This is an optimization exercise on Yosys and OpenROAD, whose aim is small area, a short achievable clock period and few clock cycles per item, not a production implementation.
At most, simulation tests tie the RTL to the original design; equivalence was not proved.
Only the layout flow was run in runs 5 and 6; the RTL was not checked for function there.

$ cat design.v
module math_expression_inverse #(
  parameter int W = 32
) (
  input  logic                  clk,
  input  logic                  reset,
  input  logic                  start,
  input  logic signed [2*W+3:0] q,
  input  logic                  rmd,
  input  logic signed [W-1:0]   a,
  input  logic signed [W-1:0]   b,
  input  logic signed [W-1:0]   d,
  output logic signed [W-1:0]   c,
  output logic                  valid,
  output logic                  busy,
  output logic                  err_div0,
  output logic                  inexact,
  output logic                  ovf
);
  localparam int NB = 2*W + 6;                 
  localparam int K  = 32;                      
  localparam int NC = NB / 2;                  
  localparam int CW = $clog2(NC + 1);
  localparam logic [1:0] PREP = 2'd0, FIRST = 2'd1, RUN = 2'd2;
  logic [1:0]    st;
  logic [NB-1:0] qr;      
  logic [W-1:0]  rr;      
  logic [W:0]    dx;      
  logic [W+2:0]  d3;      
  logic          sd;      
  logic          sn;      
  logic [CW-1:0] cnt;
  logic [1:0]    r3;      
  logic          ff;      
  logic          nz;      
  logic          nz3;     
  logic [W-1:0]  qm;      
  logic          sy_r, sel_r, div0_r;
  logic dc;
  assign dc = ~sd;
  function automatic logic ones(input logic [W+3:0] a, input logic [W+3:0] b, input logic ci);
    ones = &(~(a ^ b) ~^ {a[W+2:0] & b[W+2:0], ci});
  endfunction
  logic [NB-1:0] n_s;
  logic [W:0]    d1_s;
  logic n_co, d1_co;
  mei_add #(.N(NB)) u_n (.a(qr), .b({{(NB-W-2){rr[W-1]}}, rr, 2'b00}), .ci(1'b0), .s(n_s), .co(n_co));
  mei_add #(.N(W+1)) u_d1 (.a(dx), .b(~d3[W:0]), .ci(1'b1), .s(d1_s), .co(d1_co));
  logic [K-1:0] t_top;
  logic [W+1:0] d_t;
  logic         skip;
  assign t_top = {qr[NB-1 -: 2], qr[NB-3 -: K-2] ^ {(K-2){sn}}};
  logic         d_t_co;
  mei_add #(.N(W+2)) u_t (.a({2'b00, t_top}), .b({dx[W], dx}), .ci(dc), .s(d_t), .co(d_t_co));
  assign skip  = (st == FIRST) & d_t[W+1];
  logic          x1, x2;
  logic [W:0]    rsh;            
  logic [W+1:0]  rsh4;           
  logic [W+1:0]  df1;            
  logic [W+2:0]  dfa, dfc;       
  logic          t1, t2, t3;
  assign x1   = qr[NB-1];
  assign x2   = qr[NB-2];
  assign rsh  = {rr, x1};
  assign rsh4 = {rr, x1, x2};
  logic df1_co, dfa_co, dfc_co;
  mei_add #(.N(W+2)) u_s1 (.a({1'b0, rsh}), .b({dx[W], dx}), .ci(dc), .s(df1), .co(df1_co));
  mei_add #(.N(W+3)) u_sa (.a({1'b0, rsh4}), .b({{2{dx[W]}}, dx}), .ci(dc), .s(dfa), .co(dfa_co));
  mei_add #(.N(W+3)) u_sc (.a({1'b0, rsh4}), .b(d3), .ci(dc), .s(dfc), .co(dfc_co));
  assign t1   = ~dfa[W+2];
  assign t2   = ~df1[W+1];
  assign t3   = ~dfc[W+2];
  logic [3:0] fk;                
  assign fk[0] = ones({2'b00, rsh4}, {{3{dx[W]}}, dx}, dc);
  assign fk[1] = ones({3'b000, rsh}, {{3{dx[W]}}, dx}, dc) & x2;
  assign fk[2] = ones({2'b00, rsh4}, {d3[W+2], d3}, dc);
  assign fk[3] = ff & x1 & x2;
  logic [3:0][1:0] q3k, r3k;
  logic [3:0]      selk, syk;
  always_comb begin
    for (int k = 0; k < 4; k++) begin
      logic [3:0] t;
      logic       dl, sy_k;
      t = {r3, 2'(k)};
      case (t)
        4'd0:  {q3k[k], r3k[k]} = {2'd0, 2'd0};
        4'd1:  {q3k[k], r3k[k]} = {2'd0, 2'd1};
        4'd2:  {q3k[k], r3k[k]} = {2'd0, 2'd2};
        4'd3:  {q3k[k], r3k[k]} = {2'd1, 2'd0};
        4'd4:  {q3k[k], r3k[k]} = {2'd1, 2'd1};
        4'd5:  {q3k[k], r3k[k]} = {2'd1, 2'd2};
        4'd6:  {q3k[k], r3k[k]} = {2'd2, 2'd0};
        4'd7:  {q3k[k], r3k[k]} = {2'd2, 2'd1};
        4'd8:  {q3k[k], r3k[k]} = {2'd2, 2'd2};
        4'd9:  {q3k[k], r3k[k]} = {2'd3, 2'd0};
        4'd10: {q3k[k], r3k[k]} = {2'd3, 2'd1};
        4'd11: {q3k[k], r3k[k]} = {2'd3, 2'd2};
        default: {q3k[k], r3k[k]} = 4'd0;     
      endcase
      dl      = sn & fk[k];
      sy_k    = (sn ^ sd) | ~(nz | (k != 0) | dl);
      syk[k]  = sy_k;
      selk[k] = sy_k ? ~((r3k[k] == 2'd2) | ((r3k[k] == 2'd1) & dl))
                     :  ((r3k[k] == 2'd0) & ~dl);
    end
  end
  logic [1:0]   y;               
  logic [W-1:0] r_nx;
  assign y    = t3 ? 2'd3 : t2 ? 2'd2 : t1 ? 2'd1 : 2'd0;
  assign r_nx = t3 ? dfc[W-1:0] : t2 ? {df1[W-2:0], x2} : t1 ? dfa[W-1:0] : {rr[W-3:0], x1, x2};
  logic       qa, qb, f_nx, sy_nx, sel_nx;
  logic [1:0] r3b;
  assign {qa, qb} = q3k[y];
  assign r3b      = r3k[y];
  assign f_nx     = fk[y];
  assign sy_nx    = syk[y];
  assign sel_nx   = selk[y];
  logic nz_nx;
  assign nz_nx    = nz | (|y);
  logic [W+2:0] d3_s;
  logic         d3_co;
  mei_add #(.N(W+3)) u_d3 (.a({dx[W], dx, dc}), .b({{2{dx[W]}}, dx}), .ci(dc), .s(d3_s), .co(d3_co));
  logic last;
  assign last  = (cnt == CW'(NC));
  assign valid = busy & (((st == RUN) & div0_r) | last);
  always_ff @(posedge clk or posedge reset) begin
    if (reset) busy <= 1'b0;
    else       busy <= busy ? ~valid : start;
  end
  always_ff @(posedge clk) begin
    if (!busy) begin
      dx <= {a[W-1], a};
    end else if (st == PREP) begin
      dx <= d1_s[W] ? d1_s : ~d1_s;
      sd <= d1_s[W];
      sn <= n_s[NB-1];
    end
  end
  always_ff @(posedge clk) begin
    div0_r <= ~sd & (&dx);
    sy_r   <= sy_nx;
    sel_r  <= sel_nx;
    ff     <= skip ? ones({2'b00, t_top}, {{3{dx[W]}}, dx}, dc) : f_nx;
    if (!busy) begin
      st  <= PREP;
      qr  <= {q[2*W+3], q, rmd};
      rr  <= d;
      d3  <= {{2{b[W-1]}}, b[W-1], b};
    end else if (st == PREP) begin
      st  <= FIRST;
      qr  <= {1'b0, n_s[NB-2] ^ n_s[NB-1], n_s[NB-3:0]};
      rr  <= '0;
      d3  <= ~((W+3)'(3));    
    end else begin
      st  <= RUN;
      qr  <= skip ? {qr[NB-K-1 -: 2] ^ {2{sn}}, qr[NB-K-3:0], {K{1'b0}}}
                  : {qr[NB-3 -: 2] ^ {2{sn}}, qr[NB-5:0], qa, qb};
      rr  <= skip ? W'(t_top) : r_nx;
      d3  <= d3_s;            
    end
    if (!busy || st == PREP || skip) begin
      cnt <= (busy && skip) ? CW'(K / 2) : '0;
      r3  <= '0;
      nz  <= 1'b0;
      nz3 <= 1'b0;
      qm  <= '1;
    end else begin
      cnt <= cnt + CW'(1);
      r3  <= r3b;
      nz  <= nz_nx;
      nz3 <= nz3 | qa | qb;
      qm  <= (qa | qb) ? {qr[W-3:0], qb ? {qa, 1'b0} : 2'b01} : {qm[W-3:0], 2'b11};
    end
  end
  logic         delta, inx1, inx2, hi;
  logic [W-1:0] v;
  assign delta = sn & ff;
  assign inx1  = sn ? ~ff : (|rr);
  assign inx2  = sy_r ? ~(((r3 == 2'd2) & ~delta) | ((r3 == 2'd1) & delta))
                      : ~(((r3 == 2'd1) & ~delta) | ((r3 == 2'd0) & delta));
  assign hi    = (|(qr[NB-1 -: 2] ^ {2{sn}})) | (|qr[NB-3:W]);
  assign v     = sel_r ? qm : qr[W-1:0];
  assign c        = div0_r ? '0 : (v ^ {W{sy_r}});
  assign err_div0 = div0_r;
  assign inexact  = ~div0_r & (inx1 | inx2);
  assign ovf      = ~div0_r & (hi | (v[W-1] & (~sel_r | nz3)));
endmodule
module mei_add #(
  parameter int N = 8
) (
  input  logic [N-1:0] a,
  input  logic [N-1:0] b,
  input  logic         ci,
  output logic [N-1:0] s,
  output logic         co
);
  logic [N-1:0] p0, g0, p, g;
  always_comb begin
    p0 = a ^ b;
    g0 = a & b;
    p  = p0;
    g  = g0;
    g[0] = g0[0] | (p0[0] & ci);
    for (int i = 1; i <= $clog2(N); i++)
      for (int j = 2**i - 1; j < N; j += 2**i) begin
        g[j] = g[j] | (p[j] & g[j - 2**(i-1)]);
        p[j] = p[j] & p[j - 2**(i-1)];
      end
    for (int i = $clog2(N); i > 0; i--)
      for (int j = 2**i + 2**(i-1) - 1; j < N; j += 2**i) begin
        g[j] = g[j] | (p[j] & g[j - 2**(i-1)]);
        p[j] = p[j] & p[j - 2**(i-1)];
      end
    s  = p0 ^ {g[N-2:0], ci};
    co = g[N-1];
  end
endmodule
$ cat flow/run.sh
#!/bin/bash
# The standard layout, with the port buffers made from the smallest buffer cell
# (buf_1) instead of the cell buffer_ports picks by default. Every port is still buffered.
set -euo pipefail
cd "$(dirname "$0")/.."
export BUFFER_PORTS_ARGS="-buffer_cell sky130_fd_sc_hd__buf_1"
bash standard.sh > flow_standard.log 2>&1
$ cat standard.sh
#!/bin/bash
# synth_recipe.tcl (not shown) runs the flow's synth.tcl, then flattens the netlist and writes it again
# the make line also repeats each setting of config.mk as NAME=value (left out here)
make -C /OpenROAD-flow-scripts/flow DESIGN_CONFIG=/design/flow/config.mk WORK_HOME=/design/flow/orfs CLKGATE_MAP_FILE= SYNTH_SCRIPT=/design/flow/synth_recipe.tcl "${@:-finish}"
$ cat config.mk
export PLATFORM = sky130hd
export DESIGN_NAME = math_expression_inverse
export DESIGN_NICKNAME = math_expression_inverse
export VERILOG_FILES = /design/flow/design.v
export SDC_FILE = /design/flow/constraint.sdc
export NUM_CORES = 4
export LEC_CHECK = 0
export CAP_MARGIN = 20
export CORE_MARGIN = 2
export CORE_UTILIZATION = 40
export CTS_BUF_LIST = sky130_fd_sc_hd__clkbuf_8
export SETUP_SLACK_MARGIN = 4.0
export SLEW_MARGIN = 20
export TNS_END_PERCENT = 10
$ cat constraint.sdc
create_clock -name core_clock -period 8.5 [get_ports {clk}]
set_input_delay 1.7000 -clock core_clock [delete_from_list [all_inputs] [get_ports {clk}]]
set_output_delay 1.7000 -clock core_clock [all_outputs]
set_load 0.01 [all_outputs]
==> results.sh, run 1 <==
export IMPL_outcome="timing/DRC/antenna clean"
export IMPL_hold_viol_final=0
export IMPL_maxSlewViolCount=0
export IMPL_syn_num_nets=3357
export IMPL_yosys_area_top_type_share_pct=15.0
export IMPL_synth_cells=2740
export IMPL_num_antenna_cells=0
export IMPL_grt_pass1_wl_mm=139
export IMPL_rsz0062_at_grt="true"
export IMPL_root_buffer="clkbuf_8"
export IMPL_yosys_area_top_type="dfxtp_1"
export IMPL_drt_pass1_iter_count=6
export IMPL_finalCritPeriodShare_pct=53.7
export IMPL_dieArea_sq_mm=0.0629
export IMPL_clk_latency_ns=0.65
export IMPL_crit_fanout=49
export IMPL_synth_cell_types=78
export IMPL_numCtsBuffers=44
export IMPL_ctsLongestPathBuffers=3
export IMPL_wl_per_cell_um=25.0
export IMPL_hp_class="register to register"
export IMPL_yosys_area_share_xor_xnor_pct=10.2
export IMPL_post_dp_hpwl_mm=74.3
export IMPL_yosys_top_cells_area="dfxtp_1 15%, fa_1 15%, ha_1 14%"
export IMPL_grt_pass1_vias=22342
export IMPL_ys_flop_type="dfxtp_1"
export IMPL_r2r_start="sn"
export IMPL_regToRegSetupSlack_ns=3.93
export IMPL_crit_path_end_kind="register"
export IMPL_synth_compound_area_share_pct=18.7
export IMPL_synth_async_sr_flop_share_pct=0.452
export IMPL_min_to="cnt[0]"
export IMPL_core_area_sq_mm=0.0604
export IMPL_ys_warnings_count=5
export IMPL_antenna_found_initial=1
export IMPL_io_pins=205
export IMPL_routed_wl_mm=93.7
export IMPL_drive_above_1_share_pct=10.2
export IMPL_htreeDepth=2
export IMPL_reg2reg_depth=15
export IMPL_core_rowCount=90
export IMPL_synth_top_family_by_area="adder cells"
export IMPL_period_needed_ns=4.57
export IMPL_hp_start="cnt[0]"
export IMPL_ys_seq_area_share_pct=19.7
export IMPL_worst_slew_pin_slew_ns=1.07
export IMPL_mappedNetlistArea_sq_mm=0.0244
export IMPL_path_clk_slew_ns=0.06
export IMPL_synthAdderAreaFrac_pct=28.6
export IMPL_portBuffers=204
export IMPL_synthSimpleGateAreaFrac_pct=12.3
export IMPL_die_w_um=251
export IMPL_avgViaCountPerCell=5.89
export IMPL_grt_max_degree=76
export IMPL_synth_edf_count=37
export IMPL_place_area_sq_mm=0.0259
export IMPL_setup_viol=0
export IMPL_gr_total_overflow=0
export IMPL_track_usage_pct=29.3
export IMPL_cts_sinks=221
export IMPL_required_ns=9.04
export IMPL_rr_endpoint="qr[33]"
export IMPL_finish_instance_area_sq_mm=0.0276
export IMPL_cap_violations=0
export IMPL_nets=3553
export IMPL_final_setup_tns_ns=0
export IMPL_critPathLaunchType="register"
export IMPL_cts_tree="built"
export IMPL_start_util_pct=40.4
export IMPL_syn_area_per_cell_sq_um=8.90
export IMPL_ant_nets=0
export IMPL_arrival_ns=5.10
export IMPL_die_height_um=251
export IMPL_clock_fmax_mhz=219
export IMPL_clock_skew_ns=0.0224
export IMPL_synthMuxAreaShare_pct=5.89
export IMPL_routabilityCongestion=0.959
export IMPL_area_delta_synth_final_pct=13.0
export IMPL_ys_seq_elements=221
export IMPL_drt_initial_drc_count=1523
export IMPL_vias=22087
export IMPL_hold_path_depth=1
export IMPL_remaining_drc_errors=0
export IMPL_critPathKind="register to register"
export IMPL_relSlewSlack_pct=27.8
[sequential cells by signal (all words and copies together), names as in the netlist]
| register | flops |
|---|---|
| busy | 1 |
| cnt | 6 |
| d3 | 35 |
| div0_r | 1 |
| dx | 33 |
| ff | 1 |
| nz | 1 |
| nz3 | 1 |
| qm | 32 |
| qr | 70 |
| r3 | 2 |
| rr | 32 |
| sd | 1 |
| sel_r | 1 |
| sn | 1 |
| st | 2 |
| sy_r | 1 |
[layout by cell type, fill, tap and decap left out, types with 8 or more instances in the layout]
master | synthesis | layout
clkinv_2 | 0 | 8
a21o_1 | 102 | 102
dfxtp_4 | 0 | 12
and2_1 | 9 | 8
dfxtp_2 | 0 | 14
a21oi_1 | 228 | 227
edfxtp_1 | 37 | 37
a211oi_1 | 35 | 33
nor4_1 | 47 | 44
inv_1 | 156 | 163
ha_1 | 269 | 265
xnor2_1 | 134 | 131
clkbuf_8 | 0 | 54
a31o_2 | 27 | 25
nand4_1 | 48 | 48
a221oi_1 | 14 | 14
nand2_1 | 110 | 109
nand3_1 | 31 | 30
nand2b_1 | 17 | 17
a222oi_1 | 14 | 14
buf_1 | 14 | 204
fa_1 | 180 | 178
buf_4 | 4 | 70
mux2_2 | 37 | 37
nor3_1 | 64 | 64
a31oi_1 | 65 | 62
o21a_1 | 9 | 9
xor2_1 | 151 | 149
o21bai_1 | 10 | 10
nor2_1 | 274 | 267
mux2i_1 | 98 | 98
dfxtp_1 | 183 | 157
o21ai_0 | 128 | 122
o21ai_1 | 10 | 15
[kinds of logic after synthesis]
family	Yosys count
AOI/OAI and AO/OA	715
and+or+nand+nor	641
adders and majority gates	449
buffers and inverters	292
xor gates and xnor gates	285
DFF	221
muxes	137
[area by class of cell]
cell class                 count  area, sq um
timing repair buffer         285         1460
multi-input combinational   2227        18700
tap                          782          978
fill                        6025        32800
inverter                     157          596
clock inverter                24          180
clock buffer                  53          729
sequential                   221         4870
[stage by stage]
stage / hold slack, ns / std cells / utilization, % / setup WS [ns]
3_3_place_gp: 0.431 / 3627 / 42.9 / 3.04
6_report: 0.451 / 3749 / 45.7 / 3.93
4_1_cts: 0.450 / 3710 / 44.8 / 3.79
2_1_floorplan: 0.413 / 2740 / - / 4.20
5_1_grt: 0.514 / 3749 / 45.7 / 3.80
3_5_place_dp: 0.437 / 3627 / 42.9 / 2.99
[metal layers]
metal	track usage, %	vias up	wire length (um)
met2	48.5	822	43100
met4	13.2	0	4920
met1	38.2	10824	39900
met5	0	-	0
met3	3.97	209	5760
li1	-	10232	-
[critical path, cell delays in order, from the launching register on]
cell and delay (ns):
edfxtp_1 0.34, clkbuf_8 0.39, xor2_1 0.41, ha_1 0.23, inv_1 0.05, fa_1 0.37, o21ai_0 0.11, a31oi_1 0.12
o21ai_0 0.22, a21oi_1 0.25, o41ai_4 0.49, buf_12 0.32, buf_8 0.35, mux2i_1 0.22, o21ai_0 0.18, mux2_2 0.34
[how the worst max path moves through the flow]
stage / start / end / cells past startpoint
after global placement: rr[0] / qr[68] / 20
after floorplan: rr[0] / qr[68] / 20
after detailed placement: rr[0] / qr[68] / 20
final: sn / qr[33] / 15
after CTS: qr[2] / qr[68] / 20
after global routing: dx[0] / dx[26] / 18
[synth_stat cells (17+ instances only)]
| cell | number |
|---|---|
| fa_1 | 180 |
| mux2i_1 | 98 |
| clkbuf_1 | 98 |
| xor2_1 | 151 |
| edfxtp_1 | 37 |
| o21ai_0 | 128 |
| nand2_1 | 110 |
| a21oi_1 | 228 |
| a21o_1 | 102 |
| a31oi_1 | 65 |
| nand2b_1 | 17 |
| a211oi_1 | 35 |
| nor2_1 | 274 |
| mux2_2 | 37 |
| ha_1 | 269 |
| a31o_2 | 27 |
| xnor2_1 | 134 |
| nand4_1 | 48 |
| inv_1 | 156 |
| nand3_1 | 31 |
| nor4_1 | 47 |
| dfxtp_1 | 183 |
| nor3_1 | 64 |
| buf_2 | 19 |
[timing repair]
item / in CTS / in global routing
buffers inserted: 6 / 39
resized for setup: 52 / 53
hold endpoints to repair: 0 / 0
pin swaps: 5 / 16
hold buffers: 0 / 0
setup endpoints to repair: 149 / 130
Testbench counts, summed over its fixed seeds: cycles 44,605, jobs 1,920.
==> run 2, diff against run 1 <==
--- a/config.mk
+++ b/config.mk
@@ -11,4 +11,3 @@
 export CTS_BUF_LIST = sky130_fd_sc_hd__clkbuf_8
 export SETUP_SLACK_MARGIN = 4.0
 export SLEW_MARGIN = 20
-export TNS_END_PERCENT = 10
==> run 2 against run 1 <==
Compared with the run above: sequential share of layout area is 0.10 points lower; clock skew is 0.0025 ns lower; critical path depth is 5 higher; global-route usage is 0.10 points higher; worst hold slack better by 0.0022 ns; synthesized cell count stayed put; flip-flop and latch count stayed put.
==> results.sh, run 2 <==
export IMPL_outcome="timing/DRC/antenna clean"
export IMPL_clock_skew_ns=0.0199
export IMPL_post_synth_top_count_cell="nor2_1"
export IMPL_reg_top3="qr (70), d3 (35), dx (33)"
export IMPL_htreeDepth=2
export IMPL_hold_viol_final=0
export IMPL_synthAdderAreaFrac_pct=28.6
export IMPL_antenna_found_initial=1
export IMPL_wl_per_cell_um=24.9
export IMPL_cts_tree="built"
export IMPL_period_needed_ns=4.46
export IMPL_grt_pass1_wl_mm=140
export IMPL_synthSimpleGateAreaFrac_pct=12.3
export IMPL_area_delta_synth_final_pct=13.8
export IMPL_drive_above_1_share_pct=11.1
export IMPL_ctsLongestPathBuffers=3
export IMPL_avgViaCountPerCell=5.89
export IMPL_routabilityCongestion=0.959
export IMPL_syn_num_nets=3357
export IMPL_synth_cell_types=78
export IMPL_path_clk_slew_ns=0.06
export IMPL_synthMuxAreaShare_pct=5.89
export IMPL_finish_instance_area_sq_mm=0.0277
export IMPL_io_pins=205
export IMPL_cts_sinks=221
export IMPL_critPathKind="register to register"
export IMPL_cap_violations=0
export IMPL_cts_hold_buffers_added=0
export IMPL_arrival_ns=4.96
export IMPL_clk_latency_ns=0.66
export IMPL_drt_pass1_iter_count=8
export IMPL_synth_top_family_by_area="adder cells"
export IMPL_place_area_sq_mm=0.0259
export IMPL_syn_area_per_cell_sq_um=8.90
export IMPL_core_rowCount=90
export IMPL_yosys_top_cells_area="dfxtp_1 15%, fa_1 15%, ha_1 14%"
export IMPL_yosys_area_top_type_share_pct=15.0
export IMPL_required_ns=9.00
export IMPL_ys_warnings_count=5
export IMPL_num_antenna_cells=0
export IMPL_finalCritPeriodShare_pct=52.5
export IMPL_numCtsBuffers=44
export IMPL_layout_commonest_cell="nor2_1"
export IMPL_portBuffers=204
export IMPL_root_buffer="clkbuf_8"
export IMPL_layout_common_cells="267 x nor2_1, 264 x ha_1, 226 x a21oi_1, 204 x buf_1, 176 x fa_1"
export IMPL_start_util_pct=40.4
export IMPL_synth_cells=2740
export IMPL_gr_total_overflow=0
export IMPL_rsz0062_at_grt="true"
export IMPL_synth_edf_count=37
export IMPL_holdWs_ns=0.453
export IMPL_clock_fmax_mhz=224
export IMPL_netlist_top_cells_count="274 x nor2_1, 269 x ha_1, 228 x a21oi_1"
export IMPL_post_dp_hpwl_mm=74.3
export IMPL_worst_slew_pin_slew_ns=1.06
export IMPL_grt_pass1_vias=22414
export IMPL_grt_max_degree=76
export IMPL_core_area_sq_mm=0.0604
export IMPL_nets=3567
export IMPL_die_height_um=251
export IMPL_track_usage_pct=29.4
export IMPL_routed_wl_mm=93.7
export IMPL_crit_fanout=4
export IMPL_mappedNetlistArea_sq_mm=0.0244
export IMPL_dieArea_sq_mm=0.0629
export IMPL_synth_async_sr_flop_share_pct=0.452
export IMPL_fillCellCount=6002
export IMPL_hp_class="register to register"
export IMPL_yosys_area_share_xor_xnor_pct=10.2
export IMPL_vias=22172
export IMPL_yosys_area_top_type="dfxtp_1"
export IMPL_ys_seq_area_share_pct=19.7
export IMPL_drt_initial_drc_count=1564
export IMPL_ys_flop_type="dfxtp_1"
export IMPL_remaining_drc_errors=0
export IMPL_critPathLaunchType="register"
export IMPL_crit_path_end_kind="register"
export IMPL_regMostFlops="qr"
export IMPL_die_w_um=251
export IMPL_relSlewSlack_pct=28.8
export IMPL_ys_seq_elements=221
export IMPL_setup_viol=0
export IMPL_maxSlewViolCount=0
export IMPL_largest_reg_flops=70
export IMPL_synth_compound_area_share_pct=18.7
export IMPL_final_setup_tns_ns=0
export IMPL_ant_nets=0
==> run 2: stage by stage <==
stage | worst slack [ns] | instances | utilization (%)
5_1_grt | 3.86 | 3763 | 46.0
6_report | 4.04 | 3763 | 46.0
2_1_floorplan | 4.20 | 2740 | -
4_1_cts | 3.79 | 3722 | 45.1
3_5_place_dp | 2.99 | 3627 | 42.9
3_3_place_gp | 3.04 | 3627 | 42.9
==> run 2: kinds of logic after synthesis <==
kind of cell,count (synthesis)
buffers and inverters,292
AND/OR/NAND/NOR,641
XOR/XNOR,285
multiplexers,137
AO/OA/AOI/OAI,715
flip-flops,221
adder cells (fa/ha/maj),449
==> run 2: what timing repair did <==
item | 4_1_cts | 5_1_grt
gates cloned | 0 | 0
endpoints found under the setup margin | 149 | 100
hold endpoints to repair | 0 | 0
pin swaps | 6 | 22
buffers inserted | 18 | 41
resized for setup | 64 | 59
==> run 2: path summary, 6_finish.rpt <==
kind / from / end / slack [ns] / depth (start not counted)
max reg2reg: qr[2] / qr[68] / 4.04 / 20
max: qr[2] / qr[68] / 4.04 / 20
min: cnt[0] / cnt[0] / 0.45 / 1
max in group asynchronous: reset / busy / 7.54 / 2
min reg2reg: cnt[0] / cnt[0] / 0.45 / 1
min in group asynchronous: reset / busy / 0.86 / 2
==> run 2: final cells by class <==
class	instances	area, sq um	share of cell area [%]
timing repair buffer	299	1550	5.60
sequential	221	4870	17.6
tap	782	978	3.53
multi-input combinational	2227	18800	67.9
clock inverter	24	180	0.649
inverter	157	602	2.17
clock buffer	53	729	2.63
==> run 2: layer usage <==
metal | up-vias | part of all wire (%) | track usage, %
met4 | 0 | 5.0 | 13.2
met3 | 196 | 6.0 | 3.78
li1 | 10273 | - | -
met2 | 789 | 46 | 48.7
met5 | - | 0 | 0
met1 | 10914 | 43 | 38.5
==> run 2: critical path, cell delays in order, from the launching register on <==
cell	delay, ns
dfxtp_4	0.37
ha_4	0.14
fa_2	0.21
a21o_1	0.15
a31o_4	0.15
nand3_2	0.07
a21o_1	0.21
o31a_1	0.35
o21ai_4	0.19
a31o_4	0.20
a31oi_4	0.12
or4_4	0.57
a31oi_4	0.22
a31oi_4	0.16
fa_2	0.40
xnor2_2	0.16
xnor2_2	0.17
xor2_1	0.18
nand2_1	0.07
o21ai_1	0.11
o21ai_0	0.08
==> run 3, diff against run 2 <==
--- a/config.mk
+++ b/config.mk
@@ -7,7 +7,8 @@
 export LEC_CHECK = 0
 export CAP_MARGIN = 20
 export CORE_MARGIN = 2
-export CORE_UTILIZATION = 40
+export CORE_UTILIZATION = 55
 export CTS_BUF_LIST = sky130_fd_sc_hd__clkbuf_8
+export PLACE_DENSITY = 0.75
 export SETUP_SLACK_MARGIN = 4.0
 export SLEW_MARGIN = 20
==> run 3 against run 2 <==
Compared with the run above: still clean on timing, DRC and antenna; fmax up 0.18%; wire length decreased by 4.7%; critical endpoint unchanged; sequential share of layout area grew 0.14 points; first-iteration DRC count up 50%; cell count is 5.4% lower; critical path depth down 3; non-clock buffer count is 15 lower.
==> results.sh, run 3 <==
export IMPL_multi_input_comb_area_sq_mm=0.0188
export IMPL_syn_num_nets=3357
export IMPL_reg_top3="qr (70), d3 (35), dx (33)"
export IMPL_nets=3552
export IMPL_synth_cells=2740
export IMPL_post_dp_hpwl_mm=68.7
export IMPL_cts_sinks=221
export IMPL_crit_path_end_kind="register"
export IMPL_crit_path_cell_trace="ha_1 > a21oi_1 > a21o_1 > o31a_1 > o21ai_4 > a31o_4 > a31oi_4 > or4_4 > a31oi_4 > a31oi_4 > fa_2 > xnor2_2 > xnor2_2 > xor2_1 > nand2_1 > o21ai_1 > o21ai_1"
export IMPL_place_area_sq_mm=0.0257
export IMPL_crit_fanout=9
export IMPL_cap_violations=0
export IMPL_layout_commonest_cell="nor2_1"
export IMPL_synth_cell_types=78
export IMPL_core_rowCount=77
export IMPL_netlist_top_cells_count="274 x nor2_1, 269 x ha_1, 228 x a21oi_1"
export IMPL_hold_path_depth=1
export IMPL_drt_initial_drc_count=2351
export IMPL_clock_fmax_mhz=225
export IMPL_routed_wl_mm=89.3
export IMPL_antenna_found_initial=1
export IMPL_slowest_delay_ns=0.75
export IMPL_ant_nets=0
export IMPL_rsz0062_at_grt="true"
export IMPL_cts_hold_buffers_added=0
export IMPL_slowest_stage="dfxtp_1"
export IMPL_regMostFlops="qr"
export IMPL_r2r_start="rr[5]"
export IMPL_ys_warnings_count=5
export IMPL_place_ws_ns=2.70
export IMPL_arrival_ns=4.99
export IMPL_track_usage_pct=38.4
export IMPL_cts_tree="built"
export IMPL_fin_ws_ns=4.05
export IMPL_remaining_drc_errors=0
export IMPL_regToRegSetupSlack_ns=4.05
export IMPL_place_inst=3441
export IMPL_fillCellCount=3809
export IMPL_grt_pass1_vias=22913
export IMPL_drt_pass1_iter_count=6
export IMPL_grt_pass1_wl_mm=135
export IMPL_layout_common_cells="269 x nor2_1, 263 x ha_1, 227 x a21oi_1, 204 x buf_1, 178 x fa_1"
export IMPL_ctsLongestPathBuffers=3
export IMPL_htreeDepth=2
export IMPL_layoutNonFillerInstCount=3561
export IMPL_post_synth_top_count_cell="nor2_1"
export IMPL_portBuffers=204
export IMPL_hp_start="cnt[0]"
export IMPL_min_to="cnt[0]"
export IMPL_critPathKind="register to register"
export IMPL_gr_total_overflow=0
export IMPL_io_pins=205
export IMPL_core_area_sq_mm=0.0440
export IMPL_area_delta_synth_final_pct=12.4
export IMPL_maxSlewViolCount=0
export IMPL_ys_seq_area_share_pct=19.7
export IMPL_clock_skew_ns=0.0517
export IMPL_yosys_area_top_type="dfxtp_1"
export IMPL_setup_viol=0
export IMPL_path_clk_slew_ns=0.07
export IMPL_syn_area_per_cell_sq_um=8.90
export IMPL_numCtsBuffers=44
export IMPL_ys_seq_elements=221
export IMPL_wl_per_cell_um=25.1
export IMPL_drive_above_1_share_pct=10.3
export IMPL_yosys_area_top_type_share_pct=15.0
export IMPL_ys_flop_type="dfxtp_1"
export IMPL_relSlewSlack_pct=17.1
export IMPL_synth_edf_count=37
export IMPL_reg2reg_depth=17
export IMPL_finalCritPeriodShare_pct=52.4
export IMPL_mappedNetlistArea_sq_mm=0.0244
export IMPL_worst_slew_pin_slew_ns=1.23
export IMPL_die_height_um=215
export IMPL_grt_max_degree=90
export IMPL_critPathLaunchType="register"
export IMPL_root_buffer="clkbuf_8"
export IMPL_hp_class="register to register"
export IMPL_ff_latch_area_sq_mm=0.00485
export IMPL_final_setup_tns_ns=0
export IMPL_start_util_pct=55.4
export IMPL_cpMostUsedCell="a31oi_4"
export IMPL_rr_endpoint="qr[68]"
export IMPL_largest_reg_flops=70
export IMPL_routabilityCongestion=1.00
export IMPL_outcome="timing/DRC/antenna clean"
export IMPL_holdWs_ns=0.442
export IMPL_critPathLaunch="rr[5]"
export IMPL_finish_instance_area_sq_mm=0.0274
export IMPL_vias=22820
export IMPL_hold_viol_final=0
export IMPL_clk_latency_ns=0.67
export IMPL_period_needed_ns=4.45
export IMPL_avgViaCountPerCell=6.41
export IMPL_yosys_top_cells_area="dfxtp_1 15%, fa_1 15%, ha_1 14%"
export IMPL_synth_async_sr_flop_share_pct=0.452
export IMPL_required_ns=9.04
export IMPL_die_w_um=215
export IMPL_dieArea_sq_mm=0.0460
-- run 3: repair_timing --
action,in CTS,in global routing
setup endpoints to repair,130,79
resized for setup,65,46
setup buffers,14,25
cloned,1,0
pin swaps,12,23
-- run 3: final cells by class --
cell class	count	share of cell area, %
Inverter	157	2.18
Sequential cell	221	17.7
Timing Repair Buffer	284	5.38
Clock inverter	25	0.521
Antenna cell	1	0.00913
Clock buffer	54	2.71
Multi-Input combinational cell	2227	68.8
Tap cell	592	2.70
-- run 3: metal layers --
layer	track usage (%)	vias up	wire length (um)	share of wire (%)
li1	-	10230	-	-
met1	47.7	11176	35000	39
met2	62.3	1142	41200	46
met3	6.09	272	6930	7.8
met4	24.6	0	6140	6.9
met5	0	-	0	0
-- run 3: cells by family after synthesis --
| kind of cell | synth area share [%] |
|---|---|
| AOI/OAI and AO/OA | 18.7 |
| and+or+nand+nor | 12.3 |
| adders and majority gates | 28.6 |
| buffers and inverters | 4.65 |
| xor gates and xnor gates | 10.2 |
| DFF | 19.7 |
| muxes | 5.89 |
-- run 3: worst max-delay path: cells and delay by family (launching register included) --
kind	cells	cell delay, ns
compound gates	10	1.76
flops	1	0.75
fa+ha+maj	2	0.71
simple gates	2	0.64
xor+xnor	3	0.49
-- run 3: how the worst max path moves through the flow --
stage / end / slack [ns] / depth (start not counted)
finish: qr[68] / 4.05 / 17
global route: dx[29] / 3.85 / 20
CTS: dx[29] / 3.99 / 17
detailed placement: qm[8] / 2.70 / 16
global placement: qm[8] / 2.86 / 16
floorplan: qr[68] / 4.20 / 20
-- run 3: stage by stage --
| stage | utilization, % |
|---|---|
| detailed placement | 58.4 |
| global placement | 58.4 |
| floorplan | - |
| CTS | 61.2 |
| global route | 62.2 |
| finish | 62.2 |
==> run 4, diff against run 3 <==
--- a/config.mk
+++ b/config.mk
@@ -7,8 +7,7 @@
 export LEC_CHECK = 0
 export CAP_MARGIN = 20
 export CORE_MARGIN = 2
-export CORE_UTILIZATION = 55
+export CORE_UTILIZATION = 40
 export CTS_BUF_LIST = sky130_fd_sc_hd__clkbuf_8
-export PLACE_DENSITY = 0.75
-export SETUP_SLACK_MARGIN = 4.0
+export SETUP_SLACK_MARGIN = 3.7
 export SLEW_MARGIN = 20
==> run 4 against run 3 <==
Compared with the run above: still clean; area after synthesis unchanged; fmax down 7.2%; largest cell class unchanged; cell area down 1.0%; cell count up 4.4%; utilization down 17 points.
==> results.sh, run 4 <==
export IMPL_critPathLaunchType="register"
export IMPL_ys_seq_area_share_pct=19.7
export IMPL_gr_total_overflow=0
export IMPL_drive_above_1_share_pct=8.41
export IMPL_reg_top3="qr (70), d3 (35), dx (33)"
export IMPL_drt_pass1_iter_count=6
export IMPL_avgViaCountPerCell=5.89
export IMPL_synth_cell_types=78
export IMPL_critPathKind="register to register"
export IMPL_area_delta_synth_final_pct=11.2
export IMPL_grt_max_degree=76
export IMPL_crit_path_end_kind="register"
export IMPL_start_util_pct=40.4
export IMPL_period_needed_ns=4.80
export IMPL_post_synth_top_count_cell="nor2_1"
export IMPL_mappedNetlistArea_sq_mm=0.0244
export IMPL_synth_async_sr_flop_share_pct=0.452
export IMPL_syn_num_nets=3357
export IMPL_die_w_um=251
export IMPL_final_setup_tns_ns=0
export IMPL_core_rowCount=90
export IMPL_ys_flop_type="dfxtp_1"
export IMPL_hold_path_depth=1
export IMPL_cts_tree="built"
export IMPL_grt_pass1_wl_mm=139
export IMPL_track_usage_pct=29.3
export IMPL_yosys_area_top_type_share_pct=15.0
export IMPL_routed_wl_mm=92.8
export IMPL_setup_viol=0
export IMPL_outcome="timing/DRC/antenna clean"
export IMPL_synth_cells=2740
export IMPL_dieArea_sq_mm=0.0629
export IMPL_reg2reg_depth=19
export IMPL_cts_hold_buffers_added=0
export IMPL_hold_viol_final=0
export IMPL_yosys_area_top_type="dfxtp_1"
export IMPL_crit_fanout=5
export IMPL_nets=3522
export IMPL_fillCellCount=6045
export IMPL_root_buffer="clkbuf_8"
export IMPL_regMostFlops="qr"
export IMPL_maxSlewViolCount=0
export IMPL_largest_reg_flops=70
export IMPL_ctsLongestPathBuffers=3
export IMPL_layout_commonest_cell="nor2_1"
export IMPL_critPathLaunch="qr[5]"
export IMPL_critPathCapture="qr[68]"
export IMPL_vias=21906
export IMPL_netlist_top_cells_count="274 x nor2_1, 269 x ha_1, 228 x a21oi_1"
export IMPL_path_clk_slew_ns=0.06
export IMPL_clock_fmax_mhz=208
export IMPL_portBuffers=204
export IMPL_post_dp_hpwl_mm=74.3
export IMPL_place_area_sq_mm=0.0259
export IMPL_numCtsBuffers=44
export IMPL_required_ns=8.99
export IMPL_r2r_start="qr[5]"
export IMPL_syn_area_per_cell_sq_um=8.90
export IMPL_wl_per_cell_um=24.9
export IMPL_cap_violations=0
export IMPL_cts_sinks=221
export IMPL_remaining_drc_errors=0
export IMPL_ys_warnings_count=5
export IMPL_arrival_ns=5.29
export IMPL_ant_nets=0
export IMPL_rsz0062_at_grt="true"
export IMPL_drt_initial_drc_count=1510
export IMPL_relSlewSlack_pct=29.0
export IMPL_die_height_um=251
export IMPL_layout_common_cells="268 x nor2_1, 267 x ha_1, 228 x a21oi_1, 204 x buf_1, 180 x fa_1"
export IMPL_synth_edf_count=37
export IMPL_clk_latency_ns=0.66
export IMPL_clock_skew_ns=0.0316
export IMPL_yosys_top_cells_area="dfxtp_1 15%, fa_1 15%, ha_1 14%"
export IMPL_core_area_sq_mm=0.0604
export IMPL_finish_instance_area_sq_mm=0.0271
export IMPL_grt_pass1_vias=22316
export IMPL_rr_endpoint="qr[68]"
export IMPL_finalCritPeriodShare_pct=56.5
export IMPL_worst_slew_pin_slew_ns=1.06
export IMPL_routabilityCongestion=0.959
export IMPL_hp_class="register to register"
export IMPL_io_pins=205
export IMPL_regToRegSetupSlack_ns=3.70
export IMPL_antenna_found_initial=1
export IMPL_layoutNonFillerInstCount=3719
export IMPL_place_inst=3627
export IMPL_htreeDepth=2
export IMPL_ys_seq_elements=221
## run 4: cell counts after synthesis
Identical to the previous run, type by type.
## run 4: routing by layer
metal / vias up / track usage [%] / wire (um)
li1: 10175 / - / -
met1: 10773 / 38.3 / 40000
met2: 767 / 48.3 / 42700
met3: 191 / 3.74 / 5410
met4: 0 / 13.3 / 4620
met5: - / 0 / 0
## run 4: final cells by class
cell class / instances / area, sq um / area share [%]
clock buffer: 53 / 729 / 2.69
sequential: 221 / 4840 / 17.9
antenna: 1 / 2.50 / 0.00923
tap: 782 / 978 / 3.61
multi-input combinational: 2227 / 18600 / 68.7
timing repair buffer: 254 / 1170 / 4.33
clock inverter: 24 / 180 / 0.664
inverter: 157 / 592 / 2.18
## run 4: worst min path at each step
stage	endpoint	slack, ns	startpoint
floorplan	cnt[0]	0.41	cnt[0]
CTS	cnt[0]	0.45	cnt[0]
global placement	cnt[0]	0.43	cnt[0]
detailed placement	cnt[0]	0.44	cnt[0]
finish	cnt[0]	0.45	cnt[0]
global route	cnt[0]	0.51	cnt[0]
## run 4: what timing repair did
item,4_1_cts,5_1_grt
gates resized for setup,31,27
buffers inserted,2,12
pin swaps,0,10
setup endpoints to repair,117,92
## run 4: per-stage QoR
step	hold WS [ns]	util (%)	worst slack (ns)
5_1_grt	0.514	44.9	3.55
4_1_cts	0.450	44.6	3.57
6_report	0.451	44.9	3.70
3_3_place_gp	0.431	42.9	3.04
2_1_floorplan	0.413	-	4.20
3_5_place_dp	0.437	42.9	2.99
## run 4: critical path, cell delays in order (launching register included)
cell and delay [ns]:
dfxtp_1 0.66, ha_1 0.26, a21o_1 0.12, a31o_2 0.11, nand3_1 0.09, a21o_1 0.22
o31a_1 0.32, o21ai_4 0.20, a31o_4 0.22, a31oi_2 0.15, or4_4 0.58, a31oi_4 0.27
a31oi_4 0.15, fa_1 0.41, xnor2_1 0.16, xnor2_1 0.24, xor2_1 0.20, nand2_1 0.07
o21ai_0 0.11, o21ai_0 0.09
## run 4: logic make-up after synthesis
| family | after synthesis | synth area share, % |
|---|---|---|
| simple gates | 641 | 12.3 |
| xor+xnor | 285 | 10.2 |
| compound gates | 715 | 18.7 |
| mux | 137 | 5.89 |
| buf+inv | 292 | 4.65 |
| flops | 221 | 19.7 |
| fa+ha+maj | 449 | 28.6 |
==> run 5, diff against run 4 <==
--- a/design.v
+++ b/design.v
@@ -40,18 +40,21 @@
   function automatic logic ones(input logic [W+3:0] a, input logic [W+3:0] b, input logic ci);
     ones = &(~(a ^ b) ~^ {a[W+2:0] & b[W+2:0], ci});
   endfunction
+  logic [W:0]    d1_s;
+  logic          d1_co;
+  mei_add #(.N(W+1)) u_d1 (.a({a[W-1], a}), .b(~{b[W-1], b}), .ci(1'b1), .s(d1_s), .co(d1_co));
   logic [NB-1:0] n_s;
-  logic [W:0]    d1_s;
-  logic n_co, d1_co;
+  logic          n_co, n_sg;
   mei_add #(.N(NB)) u_n (.a(qr), .b({{(NB-W-2){rr[W-1]}}, rr, 2'b00}), .ci(1'b0), .s(n_s), .co(n_co));
-  mei_add #(.N(W+1)) u_d1 (.a(dx), .b(~d3[W:0]), .ci(1'b1), .s(d1_s), .co(d1_co));
-  logic [K-1:0] t_top;
+  assign n_sg = n_s[NB-1];
   logic [W+1:0] d_t;
-  logic         skip;
-  assign t_top = {qr[NB-1 -: 2], qr[NB-3 -: K-2] ^ {(K-2){sn}}};
-  logic         d_t_co;
-  mei_add #(.N(W+2)) u_t (.a({2'b00, t_top}), .b({dx[W], dx}), .ci(dc), .s(d_t), .co(d_t_co));
-  assign skip  = (st == FIRST) & d_t[W+1];
+  logic         d_t_co, first, restore, f_top, d_is1, d_is2;
+  mei_add #(.N(W+2)) u_t (.a({2'b00, rr}), .b({dx[W], dx}), .ci(dc), .s(d_t), .co(d_t_co));
+  assign first   = (st == FIRST);
+  assign restore = first & ~d_t[W+1];
+  assign f_top   = ones({4'b0000, rr}, {{3{dx[W]}}, dx}, dc);      
+  assign d_is1   = (&dx[W:1]) & (dx[0] == sd);                     
+  assign d_is2   = (&dx[W:2]) & (dx[1] == sd) & (dx[0] != sd);     
   logic          x1, x2;
   logic [W:0]    rsh;            
   logic [W+1:0]  rsh4;           
@@ -73,7 +76,7 @@
   assign fk[0] = ones({2'b00, rsh4}, {{3{dx[W]}}, dx}, dc);
   assign fk[1] = ones({3'b000, rsh}, {{3{dx[W]}}, dx}, dc) & x2;
   assign fk[2] = ones({2'b00, rsh4}, {d3[W+2], d3}, dc);
-  assign fk[3] = ff & x1 & x2;
+  assign fk[3] = (first ? f_top : ff) & x1 & x2;
   logic [3:0][1:0] q3k, r3k;
   logic [3:0]      selk, syk;
   always_comb begin
@@ -121,54 +124,61 @@
   mei_add #(.N(W+3)) u_d3 (.a({dx[W], dx, dc}), .b({{2{dx[W]}}, dx}), .ci(dc), .s(d3_s), .co(d3_co));
   logic last;
   assign last  = (cnt == CW'(NC));
-  assign valid = busy & (((st == RUN) & div0_r) | last);
+  assign valid = busy & (((st != PREP) & div0_r) | last);
   always_ff @(posedge clk or posedge reset) begin
     if (reset) busy <= 1'b0;
     else       busy <= busy ? ~valid : start;
   end
   always_ff @(posedge clk) begin
     if (!busy) begin
-      dx <= {a[W-1], a};
-    end else if (st == PREP) begin
       dx <= d1_s[W] ? d1_s : ~d1_s;
       sd <= d1_s[W];
-      sn <= n_s[NB-1];
-    end
+    end
+    if (st == PREP) sn <= n_sg;
   end
   always_ff @(posedge clk) begin
     div0_r <= ~sd & (&dx);
     sy_r   <= sy_nx;
     sel_r  <= sel_nx;
-    ff     <= skip ? ones({2'b00, t_top}, {{3{dx[W]}}, dx}, dc) : f_nx;
+    d3     <= d3_s;           
     if (!busy) begin
       st  <= PREP;
       qr  <= {q[2*W+3], q, rmd};
       rr  <= d;
-      d3  <= {{2{b[W-1]}}, b[W-1], b};
     end else if (st == PREP) begin
       st  <= FIRST;
-      qr  <= {1'b0, n_s[NB-2] ^ n_s[NB-1], n_s[NB-3:0]};
-      rr  <= '0;
-      d3  <= ~((W+3)'(3));    
+      qr  <= {n_s[NB-K-1 -: 2] ^ {2{n_sg}}, n_s[NB-K-3:0], {K{1'b0}}};
+      rr  <= n_s[NB-1 -: K] ^ {K{n_sg}};
+    end else if (restore) begin
+      st  <= RUN;
+      qr  <= {rr[K-3 -: 2], rr[K-5:0] ^ {(K-4){sn}}, qr[NB-1 -: 2] ^ {2{sn}}, qr[NB-3:K], 2'b00};
+      rr  <= {{(W-1){1'b0}}, rr[K-2] & ~d_is1};
     end else begin
       st  <= RUN;
-      qr  <= skip ? {qr[NB-K-1 -: 2] ^ {2{sn}}, qr[NB-K-3:0], {K{1'b0}}}
-                  : {qr[NB-3 -: 2] ^ {2{sn}}, qr[NB-5:0], qa, qb};
-      rr  <= skip ? W'(t_top) : r_nx;
-      d3  <= d3_s;            
-    end
-    if (!busy || st == PREP || skip) begin
-      cnt <= (busy && skip) ? CW'(K / 2) : '0;
+      qr  <= {qr[NB-3 -: 2] ^ {2{sn}}, qr[NB-5:0], qa, qb};
+      rr  <= r_nx;
+    end
+    if (!busy || st == PREP) begin
+      cnt <= (busy) ? CW'(K / 2) : '0;
       r3  <= '0;
       nz  <= 1'b0;
       nz3 <= 1'b0;
       qm  <= '1;
+      ff  <= 1'b0;
+    end else if (restore) begin
+      cnt <= CW'(1);
+      r3  <= {1'b0, rr[K-2] & d_is1};
+      nz  <= rr[K-2] & d_is1;
+      nz3 <= 1'b0;
+      qm  <= '1;
+      ff  <= d_is1 | (d_is2 & rr[K-2]);
     end else begin
       cnt <= cnt + CW'(1);
       r3  <= r3b;
       nz  <= nz_nx;
       nz3 <= nz3 | qa | qb;
       qm  <= (qa | qb) ? {qr[W-3:0], qb ? {qa, 1'b0} : 2'b01} : {qm[W-3:0], 2'b11};
+      ff  <= f_nx;
     end
   end
   logic         delta, inx1, inx2, hi;
--- a/config.mk
+++ b/config.mk
@@ -9,5 +9,5 @@
 export CORE_MARGIN = 2
 export CORE_UTILIZATION = 40
 export CTS_BUF_LIST = sky130_fd_sc_hd__clkbuf_8
-export SETUP_SLACK_MARGIN = 3.7
+export SETUP_SLACK_MARGIN = 4.0
 export SLEW_MARGIN = 20
==> run 5 against run 4 <==
Compared with the run above: still clean; area after synthesis fell by 5.5%; non-clock buffer count rose by 53; global-route usage rose by 0.32 points; utilization rose by 2.5 points.
==> results.sh, run 5 <==
export IMPL_critPathLaunch="rr[0]"
export IMPL_worst_slew_pin_slew_ns=1.15
export IMPL_antenna_found_initial=0
export IMPL_root_buffer="clkbuf_8"
export IMPL_cts_tree="built"
export IMPL_start_util_pct=40.6
export IMPL_routabilityCongestion=0.959
export IMPL_num_antenna_cells=0
export IMPL_io_pins=205
export IMPL_mappedNetlistArea_sq_mm=0.0230
export IMPL_outcome="timing/DRC/antenna clean"
export IMPL_portBuffers=204
export IMPL_crit_fanout=9
export IMPL_numCtsBuffers=45
export IMPL_yosys_area_share_xor_xnor_pct=11.8
export IMPL_regToRegSetupSlack_ns=3.79
export IMPL_synthAdderAreaFrac_pct=30.3
export IMPL_routed_wl_mm=91.1
export IMPL_grt_pass1_vias=20504
export IMPL_finish_instance_area_sq_mm=0.0269
export IMPL_synthMuxAreaShare_pct=4.99
export IMPL_crit_path_end_kind="register"
export IMPL_yosys_area_top_type_share_pct=16.1
export IMPL_layout_commonest_cell="ha_1"
export IMPL_maxSlewViolCount=0
export IMPL_rr_endpoint="rr[16]"
export IMPL_wl_per_cell_um=26.3
export IMPL_remaining_drc_errors=0
export IMPL_largest_reg_flops=70
export IMPL_synth_async_sr_flop_share_pct=0.452
export IMPL_clock_fmax_mhz=212
export IMPL_arrival_ns=5.23
export IMPL_htreeDepth=2
export IMPL_reg2reg_depth=20
export IMPL_critPathLaunchType="register"
export IMPL_synthSimpleGateAreaFrac_pct=12.0
export IMPL_hold_viol_final=0
export IMPL_ys_warnings_count=5
export IMPL_core_area_sq_mm=0.0567
export IMPL_area_delta_synth_final_pct=16.8
export IMPL_ys_seq_area_share_pct=20.7
export IMPL_syn_area_per_cell_sq_um=9.53
export IMPL_final_setup_tns_ns=0
export IMPL_cts_sinks=221
export IMPL_syn_num_nets=3036
export IMPL_rsz0062_at_grt="true"
export IMPL_reg_top3="qr (70), d3 (35), dx (33)"
export IMPL_grt_max_degree=81
export IMPL_layout_common_cells="263 x ha_1, 220 x nor2_1, 204 x buf_1, 176 x fa_1, 165 x dfxtp_1"
export IMPL_dieArea_sq_mm=0.0595
export IMPL_yosys_area_top_type="dfxtp_1"
export IMPL_post_synth_top_count_cell="ha_1"
export IMPL_period_needed_ns=4.71
export IMPL_clk_latency_ns=0.68
export IMPL_vias=20451
export IMPL_ctsLongestPathBuffers=3
export IMPL_grt_pass1_wl_mm=130
export IMPL_synth_compound_area_share_pct=15.9
export IMPL_clock_skew_ns=0.0485
export IMPL_critPathKind="register to register"
export IMPL_finalCritPeriodShare_pct=55.4
export IMPL_track_usage_pct=29.6
export IMPL_core_rowCount=87
export IMPL_synth_cells=2418
export IMPL_ant_nets=0
export IMPL_hp_class="register to register"
export IMPL_cap_violations=0
export IMPL_setup_viol=0
export IMPL_die_w_um=244
export IMPL_yosys_top_cells_area="dfxtp_1 16%, fa_1 16%, ha_1 15%"
export IMPL_final_core_util_pct=47.5
export IMPL_path_clk_slew_ns=0.06
export IMPL_synth_edf_count=35
export IMPL_netlist_top_cells_count="270 x ha_1, 221 x nor2_1, 185 x dfxtp_1"
export IMPL_synth_cell_types=75
export IMPL_synth_top_family_by_area="adder cells"
export IMPL_drive_above_1_share_pct=11.8
export IMPL_die_height_um=244
export IMPL_relSlewSlack_pct=23.0
export IMPL_drt_pass1_iter_count=6
export IMPL_post_dp_hpwl_mm=70.2
export IMPL_required_ns=9.02
export IMPL_place_area_sq_mm=0.0248
export IMPL_gr_total_overflow=0
export IMPL_cts_hold_buffers_added=0
export IMPL_ys_flop_type="dfxtp_1"
export IMPL_ys_seq_elements=221
export IMPL_r2r_start="rr[0]"
export IMPL_avgViaCountPerCell=5.90
export IMPL_critPathCapture="rr[16]"
export IMPL_regMostFlops="qr"
export IMPL_drt_initial_drc_count=1645
export IMPL_nets=3293
[run 5: cell types whose count changed after synthesis, sizes merged, moves of 17 or more]
cell / delta
a31oi: -28
a21o: -17
mux2: -31
clkbuf: -22
a211oi: -23
o21ai: -93
xnor2: +27
o2bb2ai: +29
a21oi: -139
o211ai: +33
nor3: -42
nor2: -53
[run 5: layout make-up]
cell class	instances	area, sq um
clock buffer	54	743
clock inverter	30	273
fill	5536	29800
inverter	144	547
multi-input combinational	1956	17800
sequential	221	4830
tap	756	946
timing repair buffer	307	1770
[run 5: worst max-delay path, cell delays in order (launching register included)]
cell and delay (ns):
dfxtp_4 0.38, ha_4 0.13, fa_2 0.24, a21oi_4 0.08, o21ai_2 0.19, a31o_2 0.23, a31oi_4 0.10, o31a_1 0.32
nor3_4 0.19, a41oi_2 0.20, o31ai_4 0.34, a41oi_2 0.17, a211o_1 0.33, fa_2 0.40, xnor2_4 0.16, xnor2_4 0.14
buf_12 0.15, buf_12 0.15, xor2_1 0.15, a22o_1 0.22, a221o_1 0.28
[run 5: worst min path at each step]
stage / startpoint / endpoint / cells after the start
2_1_floorplan: nz3 / nz3 / 2
3_3_place_gp: nz3 / nz3 / 2
3_5_place_dp: nz3 / nz3 / 2
4_1_cts: nz3 / nz3 / 2
5_1_grt: nz3 / nz3 / 2
6_report: nz3 / nz3 / 2
[run 5: cell families (layout without fill, tap and decap cells)]
family,count (synthesis),after routing
muxes,114,114
other,1,1
AOI/OAI and AO/OA,505,505
and+or+nand+nor,574,575
xor gates and xnor gates,311,311
DFF,221,221
adders and majority gates,450,450
buffers and inverters,242,535
[run 5: metal layers]
layer  share of wire [%]  vias up  track usage [%]  wire, um
li1                    -     9231                -         -
met5                   0        -                0         0
met4                 5.4        0             14.0      4880
met2                  47      831             48.8     42400
met3                 7.1      214             4.76      6440
met1                  41    10175             37.8     37400
[run 5: stage by stage]
step / worst slack (ns) / std cells / hold slack, ns
3_5_place_dp: 2.84 / 3324 / 0.448
3_3_place_gp: 2.98 / 3324 / 0.445
4_1_cts: 3.71 / 3445 / 0.457
6_report: 3.79 / 3468 / 0.455
5_1_grt: 3.68 / 3468 / 0.490
2_1_floorplan: 4.05 / 2418 / 0.426
[run 5: timing repair]
item,4_1_cts,5_1_grt
pin swaps,37,36
buffers inserted,33,20
resized for setup,78,48
endpoints found under the setup margin,112,137
cloned,4,3
==> run 6, diff against run 5 <==
--- a/design.v
+++ b/design.v
@@ -43,10 +43,21 @@
   logic [W:0]    d1_s;
   logic          d1_co;
   mei_add #(.N(W+1)) u_d1 (.a({a[W-1], a}), .b(~{b[W-1], b}), .ci(1'b1), .s(d1_s), .co(d1_co));
-  logic [NB-1:0] n_s;
-  logic          n_co, n_sg;
-  mei_add #(.N(NB)) u_n (.a(qr), .b({{(NB-W-2){rr[W-1]}}, rr, 2'b00}), .ci(1'b0), .s(n_s), .co(n_co));
-  assign n_sg = n_s[NB-1];
+  localparam int NL = W + 2;
+  logic [NB-1:0]    n_s;
+  logic [NL-1:0]    n_lo;
+  logic [NB-NL-1:0] qh, qh_p1, qh_m1, n_hi;
+  logic             n_c, n_inc, n_dec, n_sg, qh_p1_co, qh_m1_co;
+  mei_add #(.N(NL)) u_n (.a(qr[NL-1:0]), .b({rr, 2'b00}), .ci(1'b0), .s(n_lo), .co(n_c));
+  assign qh    = qr[NB-1:NL];
+  assign n_inc = n_c & ~rr[W-1];
+  assign n_dec = ~n_c & rr[W-1];
+  mei_add #(.N(NB-NL)) u_nh (.a(qh), .b({(NB-NL){n_dec}}), .ci(n_inc), .s(n_hi), .co(qh_p1_co));
+  assign qh_p1 = '0;
+  assign qh_m1 = '0;
+  assign qh_m1_co = 1'b0;
+  assign n_s   = {n_hi, n_lo};
+  assign n_sg  = qh[NB-NL-1] ^ ((~|qh) & n_dec) ^ ((&qh) & n_inc);
   logic [W+1:0] d_t;
   logic         d_t_co, first, restore, f_top, d_is1, d_is2;
   mei_add #(.N(W+2)) u_t (.a({2'b00, rr}), .b({dx[W], dx}), .ci(dc), .s(d_t), .co(d_t_co));
==> run 6 against run 5 <==
Compared with the run above: first-iteration DRC count decreased by 15%; fmax shrank 17%; clock skew shrank 0.0094 ns; highest routed layer is now met5; area after synthesis shrank 0.43%.
==> results.sh, run 6 <==
export IMPL_crit_path_end_kind="register"
export IMPL_mappedNetlistArea_sq_mm=0.0229
export IMPL_cts_hold_buffers_added=0
export IMPL_worst_slew_pin_slew_ns=1.23
export IMPL_synthSimpleGateAreaFrac_pct=11.9
export IMPL_rsz0062_at_grt="true"
export IMPL_ys_seq_elements=221
export IMPL_core_rowCount=87
export IMPL_remaining_drc_errors=0
export IMPL_reg2reg_depth=22
export IMPL_arrival_ns=6.19
export IMPL_fin_ws_ns=2.84
export IMPL_fillCellCount=5403
export IMPL_portBuffers=204
export IMPL_regToRegSetupSlack_ns=2.84
export IMPL_grt_pass1_vias=20753
export IMPL_r2r_start="rr[28]"
export IMPL_vias=20410
export IMPL_reg_top3="qr (70), d3 (35), dx (33)"
export IMPL_drt_pass1_iter_count=6
export IMPL_synth_cells=2391
export IMPL_regMostFlops="qr"
export IMPL_synth_top_family_by_area="adder cells"
export IMPL_ys_flop_type="dfxtp_1"
export IMPL_setup_viol=0
export IMPL_dieArea_sq_mm=0.0593
export IMPL_clock_skew_ns=0.0391
export IMPL_numCtsBuffers=44
export IMPL_required_ns=9.03
export IMPL_cts_tree="built"
export IMPL_drive_above_1_share_pct=12.9
export IMPL_htreeDepth=2
export IMPL_start_util_pct=40.6
export IMPL_syn_num_nets=3008
export IMPL_post_synth_top_count_cell="ha_1"
export IMPL_io_pins=205
export IMPL_grt_busiest_layer="met2"
export IMPL_hold_path_depth=1
export IMPL_largest_reg_flops=70
export IMPL_area_delta_synth_final_pct=16.4
export IMPL_crit_fanout=12
export IMPL_nets=3248
export IMPL_critPathLaunchType="register"
export IMPL_synthAdderAreaFrac_pct=30.4
export IMPL_gr_total_overflow=0
export IMPL_clk_latency_ns=0.66
export IMPL_ys_seq_area_share_pct=20.8
export IMPL_ys_warnings_count=5
export IMPL_track_usage_pct=29.6
export IMPL_period_needed_ns=5.66
export IMPL_ctsLongestPathBuffers=3
export IMPL_synth_edf_count=35
export IMPL_grt_max_degree=64
export IMPL_final_setup_tns_ns=0
export IMPL_layout_commonest_cell="ha_1"
export IMPL_grt_pass1_wl_mm=131
export IMPL_cpMostUsedCell="fa_2"
export IMPL_cts_sinks=221
export IMPL_drt_initial_drc_count=1397
export IMPL_yosys_area_share_xor_xnor_pct=11.8
export IMPL_synth_cell_types=80
export IMPL_root_buffer="clkbuf_8"
export IMPL_yosys_area_top_type="dfxtp_1"
export IMPL_routed_wl_mm=89.9
export IMPL_post_dp_hpwl_mm=68.5
export IMPL_critPathKind="register to register"
export IMPL_finalCritPeriodShare_pct=66.6
export IMPL_layout_common_cells="251 x ha_1, 203 x buf_1, 176 x xor2_1, 166 x fa_1, 157 x inv_1"
export IMPL_die_height_um=243
export IMPL_maxSlewViolCount=0
export IMPL_clock_fmax_mhz=177
export IMPL_grt_use_met1_pct=36.3
export IMPL_multi_input_comb_area_sq_mm=0.0179
export IMPL_netlist_top_cells_count="268 x ha_1, 185 x dfxtp_1, 181 x fa_1, 181 x xor2_1, 141 x inv_1"
export IMPL_routabilityCongestion=0.973
export IMPL_relSlewSlack_pct=17.9
export IMPL_avgViaCountPerCell=5.96
export IMPL_crit_path_cell_trace="ha_1 > nand4_1 > o211ai_1 > a211oi_2 > a311o_2 > or2_4 > fa_2 > fa_2 > nor2b_1 > o21ai_1 > a211o_1 > nand3_2 > o211a_4 > o31a_1 > a211oi_2 > o21ai_2 > buf_4 > nand3_4 > a31o_4 > fa_2 > xnor2_1 > a221o_1"
export IMPL_slowest_delay_ns=0.66
export IMPL_core_area_sq_mm=0.0565
export IMPL_outcome="timing/DRC/antenna clean"
export IMPL_ff_latch_area_sq_mm=0.00489
export IMPL_yosys_area_top_type_share_pct=16.1
export IMPL_min_to="qm[7]"
export IMPL_cap_violations=0
export IMPL_syn_area_per_cell_sq_um=9.59
export IMPL_antenna_found_initial=1
export IMPL_synthMuxAreaShare_pct=3.62
export IMPL_synth_async_sr_flop_share_pct=0.452
export IMPL_path_clk_slew_ns=0.07
export IMPL_ant_nets=0
export IMPL_yosys_top_cells_area="dfxtp_1 16%, fa_1 16%, ha_1 15%"
export IMPL_grt_met2_usage_pct=50.9
export IMPL_die_w_um=243
export IMPL_hp_start="qm[5]"
export IMPL_synth_compound_area_share_pct=17.2
export IMPL_wl_per_cell_um=26.3
export IMPL_place_ws_ns=1.89
export IMPL_use_met3_pct=4.16
export IMPL_rr_endpoint="rr[30]"
export IMPL_slowest_stage="dfxtp_2"
export IMPL_hold_viol_final=0
export IMPL_hp_class="register to register"
run 6: cell count changes after synthesis, moves of 15 or more:
cell      delta
a21o_1      -28
o211ai_1    -31
nand4_1     +18
mux2i_1     -33
xnor2_1     -34
xor2_1      +31
o22ai_1     +15
nor3_1      +32
o21ai_0     +19
a222oi_1    -20
nor2_1      -95
o221ai_1    +33
o22a_1      +29
a211oi_1    +27
run 6: final cells by class:
cell class	instances	area share [%]
Antenna cell	1	0.00937
Inverter	144	2.06
Multi-Input combinational cell	1932	67.1
Tap cell	756	3.54
Clock inverter	26	0.553
Timing Repair Buffer	288	5.66
Sequential cell	221	18.3
Clock buffer	54	2.78
run 6: per-stage QoR:
stage,hold WS [ns],cells,instance area [sq um],util [%]
2_1_floorplan,0.436,2391,23100,-
3_3_place_gp,0.447,3282,24700,43.6
3_5_place_dp,0.454,3282,24700,43.6
4_1_cts,0.467,3406,26200,46.5
5_1_grt,0.480,3421,26700,47.2
6_report,0.464,3422,26700,47.3
run 6: kinds of logic (layout without fill, tap and decap cells):
logic type,count (synthesis),after routing
mux,82,82
xor+xnor,308,308
buf+inv,242,512
simple gates,537,540
other cells,1,2
fa+ha+maj,449,449
flops,221,221
compound gates,551,552
run 6: how the worst max path moves through the flow:
stage / startpoint / end / slack [ns]
3_3_place_gp: rr[27] / rr[30] / 1.98
3_5_place_dp: rr[27] / rr[30] / 1.89
6_report: rr[28] / rr[30] / 2.84
4_1_cts: rr[0] / rr[30] / 2.85
2_1_floorplan: rr[0] / rr[26] / 2.74
5_1_grt: rr[15] / rr[30] / 2.63
run 6: timing repair:
item	CTS	global route
pin swaps	43	47
gates resized for setup	91	69
endpoints found under the hold margin	0	0
setup buffers	40	14
gates cloned	4	1
endpoints found under the setup margin	105	101
run 6: critical path, delay by kind of cell, from the launching register on:
family	cells	cell delay [ns]
fa+ha+maj	4	1.49
simple gates	5	0.81
flops	1	0.66
compound gates	11	2.38
buf+inv	1	0.14
xor+xnor	1	0.06
run 6: metal layers:
layer  up-vias  routed length [um]
met5         -                  12
met4         2                5190
met3       260                5540
met2       888               42700
met1     10064               36500
li1       9196                   -

separate check: timing with driven ports:
Ports are ideal in the flow. The routed layouts listed here were re-timed in OpenROAD.
Step 1 assumes that a clkbuf_16 drives the clock port and a buf_2 every other input.
Step 2, shift: input delay + t, output delay - t, t = (earliest + latest rising clock arrival at the registers) / 2. This alone moves slack from input paths to output paths.
Slacks: ideal / step 1 / step 2; pairs: ideal / step 1.
| run | t, ns | setup slack, ns | hold WS [ns] |
|---|---|---|---|
| run 1 | 0.702 | 3.933 / 3.933 / 3.933 | 0.451 / 0.451 / 0.451 |
| run 2 | 0.705 | 4.040 / 4.035 / 4.040 | 0.453 / 0.453 / 0.453 |
| run 3 | 0.702 | 4.048 / 4.001 / 4.048 | 0.442 / 0.442 / 0.442 |
| run 4 | 0.703 | 3.701 / 3.701 / 3.701 | 0.451 / 0.451 / 0.451 |
| run 5 | 0.712 | 3.790 / 3.790 / 3.481 | 0.455 / 0.455 / 0.455 |
| run 6 | 0.704 | 2.841 / 2.841 / 2.841 | 0.464 / 0.464 / 0.464 |
After both steps every run listed still meets setup and hold. The setup slack of run 5, which loses most, moves by 0.000 ns with the drivers and by -0.309 ns with both steps.
